What follows belongs to an exercise in optimizing a design on an open flow for small area, a short achievable clock period and few clock cycles; a production flow would make more cautious choices.
The RTL was checked by simulation tests, not by an equivalence proof against the original design.
No activity file was given, so power comes from the tool's default toggle rates.

==> flow/design.v <==
package mrhm_pkg;
   localparam int COUNT_BITS = 32;
   localparam int DEBOUNCE_BITS = 10;
   localparam int TIMEOUT_BITS  = 32;
   localparam int SECONDS_BITS  = 32;
   localparam int TICKS_BITS    = 32;
   localparam int CSR_DATA_BITS = 32;
   localparam logic [DEBOUNCE_BITS-1:0] DEBOUNCE_RESET = 10'd50;
   localparam logic [TIMEOUT_BITS-1:0]  TIMEOUT_RESET  = 32'd60000;
   typedef enum logic [0:0] {
      CSR_DEBOUNCE = 1'b0,
      CSR_TIMEOUT  = 1'b1
   } csr_index_type;
   typedef enum logic [1:0] {
      MODE_IDLE  = 2'd0,
      MODE_RUN   = 2'd1,
      MODE_PAUSE = 2'd2
   } mode_type;
   typedef enum logic [2:0] {
      EV_NONE   = 3'd0,
      EV_START  = 3'd1,
      EV_PAUSE  = 3'd2,
      EV_RESUME = 3'd3,
      EV_FINISH = 3'd4
   } event_type;
   typedef struct packed {
      logic [DEBOUNCE_BITS-1:0] debounce_ticks;
      logic [TIMEOUT_BITS-1:0]  timeout_ticks;
   } cfg_type;
   typedef struct packed {
      logic                     qualified_level;
      logic [DEBOUNCE_BITS-1:0] stable_count;
      mode_type                 run_mode;
      logic [COUNT_BITS-1:0]    elapsed;
      logic [COUNT_BITS-1:0]    on_total;
      logic [COUNT_BITS-1:0]    off_total;
      logic [SECONDS_BITS-1:0]  start_stamp;
      logic [SECONDS_BITS-1:0]  end_stamp;
   } meter_state_type;
endpackage
module mrhm_step
(
   input  logic                                       cur_run,
   input  logic                                       cur_pause,
   input  logic [mrhm_pkg::DEBOUNCE_BITS-1:0]         cur_stable,
   input  logic                                       cur_stable_ge,
   input  logic [mrhm_pkg::COUNT_BITS-1:0]            cur_elapsed1,
   input  logic                                       cur_elapsed_max,
   input  logic [mrhm_pkg::TICKS_BITS-1:0]            cur_run_sum,
   input  logic [mrhm_pkg::TICKS_BITS-1:0]            cur_on,
   input  logic [mrhm_pkg::TICKS_BITS-1:0]            cur_off,
   input  logic [mrhm_pkg::SECONDS_BITS-1:0]          cur_start,
   input  logic [mrhm_pkg::SECONDS_BITS-1:0]          cur_end,
   input  mrhm_pkg::cfg_type                          cfg,
   input  logic                                       raw_level,
   input  logic [mrhm_pkg::SECONDS_BITS-1:0]          wall_seconds,
   output logic                                       nxt_run,
   output logic                                       nxt_pause,
   output logic [mrhm_pkg::DEBOUNCE_BITS-1:0]         nxt_stable,
   output logic                                       nxt_stable_ge,
   output logic [mrhm_pkg::COUNT_BITS-1:0]            nxt_elapsed1,
   output logic                                       nxt_elapsed_max,
   output logic [mrhm_pkg::TICKS_BITS-1:0]            nxt_run_sum,
   output logic [mrhm_pkg::TICKS_BITS-1:0]            nxt_on,
   output logic [mrhm_pkg::TICKS_BITS-1:0]            nxt_off,
   output logic [mrhm_pkg::SECONDS_BITS-1:0]          nxt_start,
   output logic [mrhm_pkg::SECONDS_BITS-1:0]          nxt_end
);
   logic                             cur_idle;
   logic                             differs, counting, flip, timed_out;
   logic                             ev_start, ev_pause, ev_resume;
   logic [mrhm_pkg::DEBOUNCE_BITS-1:0] stable_inc;
   logic                             elapsed1_max;
   logic [mrhm_pkg::TICKS_BITS-1:0]  sum, other;
   assign cur_idle  = !cur_run && !cur_pause;
   assign differs    = raw_level ^ cur_run;
   assign counting   = differs && !cur_stable_ge;
   assign flip       = differs && cur_stable_ge;
   assign stable_inc = cur_stable + 1'b1;
   assign nxt_stable = counting ? stable_inc : '0;
   assign nxt_stable_ge = counting ? (cur_stable == cfg.debounce_ticks - 1'b1)
                                   : (cfg.debounce_ticks == '0);
   assign timed_out = cur_elapsed1 >= cfg.timeout_ticks;
   assign ev_start  = cur_idle  && flip;
   assign ev_pause  = cur_run   && flip;
   assign ev_resume = cur_pause && flip;
   assign nxt_run   = cur_run ^ flip;
   assign nxt_pause = ev_pause || (cur_pause && !flip && !timed_out);
   assign elapsed1_max    = &cur_elapsed1;
   assign nxt_elapsed1    = flip ? mrhm_pkg::COUNT_BITS'(1)
                          : elapsed1_max ? cur_elapsed1 : cur_elapsed1 + 1'b1;
   assign nxt_elapsed_max = !flip && elapsed1_max;
   assign sum   = cur_elapsed_max ? cur_run_sum : cur_run_sum + 1'b1;
   assign other = cur_run ? cur_off : cur_on;
   assign nxt_run_sum = !flip ? sum : cur_idle ? '0 : other;
   assign nxt_on    = ev_start ? '0 : ev_pause  ? sum : cur_on;
   assign nxt_off   = ev_start ? '0 : ev_resume ? sum : cur_off;
   assign nxt_start = ev_start ? wall_seconds : cur_start;
   assign nxt_end   = ev_pause ? wall_seconds : cur_end;
endmodule
module machine_run_hour_meter
(
   input  logic         clock,
   input  logic         reset,
   input  logic         req_tvalid,
   output logic         req_tready,
   input  logic [39:0]  req_tdata,    
   output logic         rsp_tvalid,
   input  logic         rsp_tready,
   output logic [135:0] rsp_tdata,
   input  logic                               csr_we,
   input  mrhm_pkg::csr_index_type            csr_index,
   input  logic [mrhm_pkg::CSR_DATA_BITS-1:0] csr_wdata
);
   mrhm_pkg::cfg_type                 cfg_ff;
   logic                              run_ff, pause_ff;
   logic [mrhm_pkg::DEBOUNCE_BITS-1:0] stable_ff;
   logic                              stable_ge_ff;
   logic [mrhm_pkg::COUNT_BITS-1:0]   elapsed1_ff;
   logic                              elapsed_max_ff;
   logic [mrhm_pkg::TICKS_BITS-1:0]   run_sum_ff;
   logic [mrhm_pkg::TICKS_BITS-1:0]   on_ff, off_ff;
   logic [mrhm_pkg::SECONDS_BITS-1:0] start_ff, end_ff;
   logic                              prev_run_ff, prev_pause_ff;
   mrhm_pkg::event_type               rsp_event;
   logic                              rsp_valid_ff, rsp_valid_out_ff;
   logic                              nxt_run, nxt_pause;
   logic [mrhm_pkg::DEBOUNCE_BITS-1:0] nxt_stable;
   logic                              nxt_stable_ge;
   logic [mrhm_pkg::COUNT_BITS-1:0]   nxt_elapsed1;
   logic                              nxt_elapsed_max;
   logic [mrhm_pkg::TICKS_BITS-1:0]   nxt_run_sum;
   logic [mrhm_pkg::TICKS_BITS-1:0]   nxt_on, nxt_off;
   logic [mrhm_pkg::SECONDS_BITS-1:0] nxt_start, nxt_end;
   logic                              req_accept;
   assign req_tready = !rsp_valid_out_ff || rsp_tready;
   assign req_accept = req_tvalid && (!rsp_valid_ff || rsp_tready);
   always_ff @(posedge clock) begin
      if (reset) begin
         cfg_ff.debounce_ticks <= mrhm_pkg::DEBOUNCE_RESET;
         cfg_ff.timeout_ticks  <= mrhm_pkg::TIMEOUT_RESET;
      end else if (csr_we) begin
         if (csr_index == mrhm_pkg::CSR_DEBOUNCE)
            cfg_ff.debounce_ticks <= csr_wdata[mrhm_pkg::DEBOUNCE_BITS-1:0];
         else
            cfg_ff.timeout_ticks  <= csr_wdata[mrhm_pkg::TIMEOUT_BITS-1:0];
      end
   end
   mrhm_step u_step (
      .cur_run      (run_ff),
      .cur_pause    (pause_ff),
      .cur_stable   (stable_ff),
      .cur_stable_ge (stable_ge_ff),
      .cur_elapsed1 (elapsed1_ff),
      .cur_elapsed_max (elapsed_max_ff),
      .cur_run_sum  (run_sum_ff),
      .cur_on       (on_ff),
      .cur_off      (off_ff),
      .cur_start    (start_ff),
      .cur_end      (end_ff),
      .cfg          (cfg_ff),
      .raw_level    (req_tdata[0] | req_tdata[1]),
      .wall_seconds (req_tdata[33:2]),
      .nxt_run      (nxt_run),
      .nxt_pause    (nxt_pause),
      .nxt_stable   (nxt_stable),
      .nxt_stable_ge (nxt_stable_ge),
      .nxt_elapsed1 (nxt_elapsed1),
      .nxt_elapsed_max (nxt_elapsed_max),
      .nxt_run_sum  (nxt_run_sum),
      .nxt_on       (nxt_on),
      .nxt_off      (nxt_off),
      .nxt_start    (nxt_start),
      .nxt_end      (nxt_end)
   );
   always_ff @(posedge clock) begin
      if (reset) begin
         run_ff      <= 1'b0;
         pause_ff    <= 1'b0;
         stable_ff   <= '0;
         on_ff       <= '0;
         off_ff      <= '0;
         start_ff    <= '0;
         end_ff      <= '0;
      end else if (req_accept) begin
         run_ff      <= nxt_run;
         pause_ff    <= nxt_pause;
         stable_ff   <= nxt_stable;
         on_ff       <= nxt_on;
         off_ff      <= nxt_off;
         start_ff    <= nxt_start;
         end_ff      <= nxt_end;
      end
   end
   always_ff @(posedge clock) begin
      if (req_accept) begin
         elapsed1_ff    <= nxt_elapsed1;
         elapsed_max_ff <= nxt_elapsed_max;
         run_sum_ff     <= nxt_run_sum;
      end
   end
   always_ff @(posedge clock) begin
      if (reset) begin
         stable_ge_ff <= 1'b0;
      end else if (req_accept) begin
         stable_ge_ff <= nxt_stable_ge;
      end else if (csr_we && csr_index == mrhm_pkg::CSR_DEBOUNCE) begin
         stable_ge_ff <= stable_ff >= csr_wdata[mrhm_pkg::DEBOUNCE_BITS-1:0];
      end
   end
   always_ff @(posedge clock) begin
      if (req_accept) begin
         prev_run_ff   <= run_ff;
         prev_pause_ff <= pause_ff;
      end
   end
   assign rsp_event = mrhm_pkg::event_type'({
      prev_pause_ff && !run_ff && !pause_ff,
      (prev_run_ff && pause_ff) || (prev_pause_ff && run_ff),
      run_ff && !prev_run_ff});
   always_ff @(posedge clock) begin
      if (reset) begin
         rsp_valid_ff <= 1'b0;
      end else if (req_accept) begin
         rsp_valid_ff <= 1'b1;
      end else if (rsp_tready) begin
         rsp_valid_ff <= 1'b0;
      end
   end
   always_ff @(posedge clock) begin
      if (reset) begin
         rsp_valid_out_ff <= 1'b0;
      end else if (req_tvalid && req_tready) begin
         rsp_valid_out_ff <= 1'b1;
      end else if (rsp_tready) begin
         rsp_valid_out_ff <= 1'b0;
      end
   end
   assign rsp_tvalid = rsp_valid_out_ff;
   assign rsp_tdata  = {3'b000, end_ff, start_ff, off_ff, on_ff,
                        pause_ff, run_ff, rsp_event};
endmodule
clock: 5.0 ns
lec_check: 0
cap_margin: 20
core_margin: 2
core_utilization: 60
cts_cluster_diameter: 100
cts_cluster_size: 30
place_density: 0.75
setup_slack_margin: 2.5
slew_margin: 20
standard.sh (not shown) runs the stock make flow with config.mk's settings and CLKGATE_MAP_FILE= SYNTH_SCRIPT=/design/flow/synth_recipe.tcl, a recipe that flattens the netlist after the stock synthesis.
==> flow/flow/run.sh <==
#!/bin/bash
export BUFFER_PORTS_ARGS="-buffer_cell sky130_fd_sc_hd__buf_1"
bash standard.sh finish > standard.log 2>&1
Testbench counts at the start, summed over its fixed seeds: cycles 24,082.
Next try:
--- a/flow/design.v
+++ b/flow/design.v
@@ -64,31 +64,31 @@
    output logic [mrhm_pkg::TICKS_BITS-1:0]            nxt_on,
    output logic [mrhm_pkg::TICKS_BITS-1:0]            nxt_off,
    output logic [mrhm_pkg::SECONDS_BITS-1:0]          nxt_start,
    output logic [mrhm_pkg::SECONDS_BITS-1:0]          nxt_end
 );
    logic                             cur_idle;
-   logic                             differs, counting, flip, timed_out;
+   logic                             counting, flip, timed_out;
    logic                             ev_start, ev_pause, ev_resume;
    logic [mrhm_pkg::DEBOUNCE_BITS-1:0] stable_inc;
    logic                             elapsed1_max;
    logic [mrhm_pkg::TICKS_BITS-1:0]  sum, other;
    assign cur_idle  = !cur_run && !cur_pause;
-   assign differs    = raw_level ^ cur_run;
-   assign counting   = differs && !cur_stable_ge;
-   assign flip       = differs && cur_stable_ge;
+   assign ev_pause  = cur_run   && !raw_level && cur_stable_ge;
+   assign ev_start  = cur_idle  &&  raw_level && cur_stable_ge;
+   assign ev_resume = cur_pause &&  raw_level && cur_stable_ge;
+   assign flip      = ev_pause || ev_start || ev_resume;
+   assign counting  = (cur_run && !raw_level && !cur_stable_ge)
+                   || (!cur_run && raw_level && !cur_stable_ge);
    assign stable_inc = cur_stable + 1'b1;
    assign nxt_stable = counting ? stable_inc : '0;
    assign nxt_stable_ge = counting ? (cur_stable == cfg.debounce_ticks - 1'b1)
                                    : (cfg.debounce_ticks == '0);
    assign timed_out = cur_elapsed1 >= cfg.timeout_ticks;
-   assign ev_start  = cur_idle  && flip;
-   assign ev_pause  = cur_run   && flip;
-   assign ev_resume = cur_pause && flip;
-   assign nxt_run   = cur_run ^ flip;
-   assign nxt_pause = ev_pause || (cur_pause && !flip && !timed_out);
+   assign nxt_run   = ev_start || ev_resume || (cur_run && !ev_pause);
+   assign nxt_pause = ev_pause || (cur_pause && !ev_resume && !timed_out);
    assign elapsed1_max    = &cur_elapsed1;
    assign nxt_elapsed1    = flip ? mrhm_pkg::COUNT_BITS'(1)
                           : elapsed1_max ? cur_elapsed1 : cur_elapsed1 + 1'b1;
    assign nxt_elapsed_max = !flip && elapsed1_max;
    assign sum   = cur_elapsed_max ? cur_run_sum : cur_run_sum + 1'b1;
    assign other = cur_run ? cur_off : cur_on;
Outcome: Worst setup slack gains 26 ps; cell area fell slightly; via count barely changes; critical path depth is unchanged; fmax grows slightly; routed wire length is lower by a few percent; total power decreases by a few percent; clock-buffer cell count is unchanged; die area went down slightly; utilization drops by 1.0 points; final cell count fell slightly; non-clock buffer count went down by 6; sequential share of layout area increases by 0.60 points.
Testbench counts after the change, summed over its fixed seeds: cycles 24,082.

-- static timing again, ports no longer ideal --
How much do the figures lean on ideal ports? The routed layouts below were timed once more, with nothing changed but the port constraints. Step 1, drivers: a clkbuf_16 drives clock and a buf_2 each remaining input, both assumed. Step 2 moves the port delays by t, midway between the first and last clock arrival at a register: inputs arrive t later, outputs are due t later. That takes back most of the time a late clock gives input paths. Slacks: ideal ports / drivers / drivers and shift; pairs: ideal ports / drivers.
| run | shift t [ns] | slack for setup (ns) | worst setup path after step 2 | worst slew at a driven data input, ns |
|---|---|---|---|---|
| the first run | 0.536 | 2.570 / 2.520 / 2.050 | input to register | 0.05 |
| the second run | 0.524 | 2.596 / 2.550 / 2.097 | input to register | 0.07 |
After both steps every run listed still meets setup and hold. The setup slack of the first run, which loses most, moves by -0.050 ns with the drivers and by -0.520 ns with both steps.
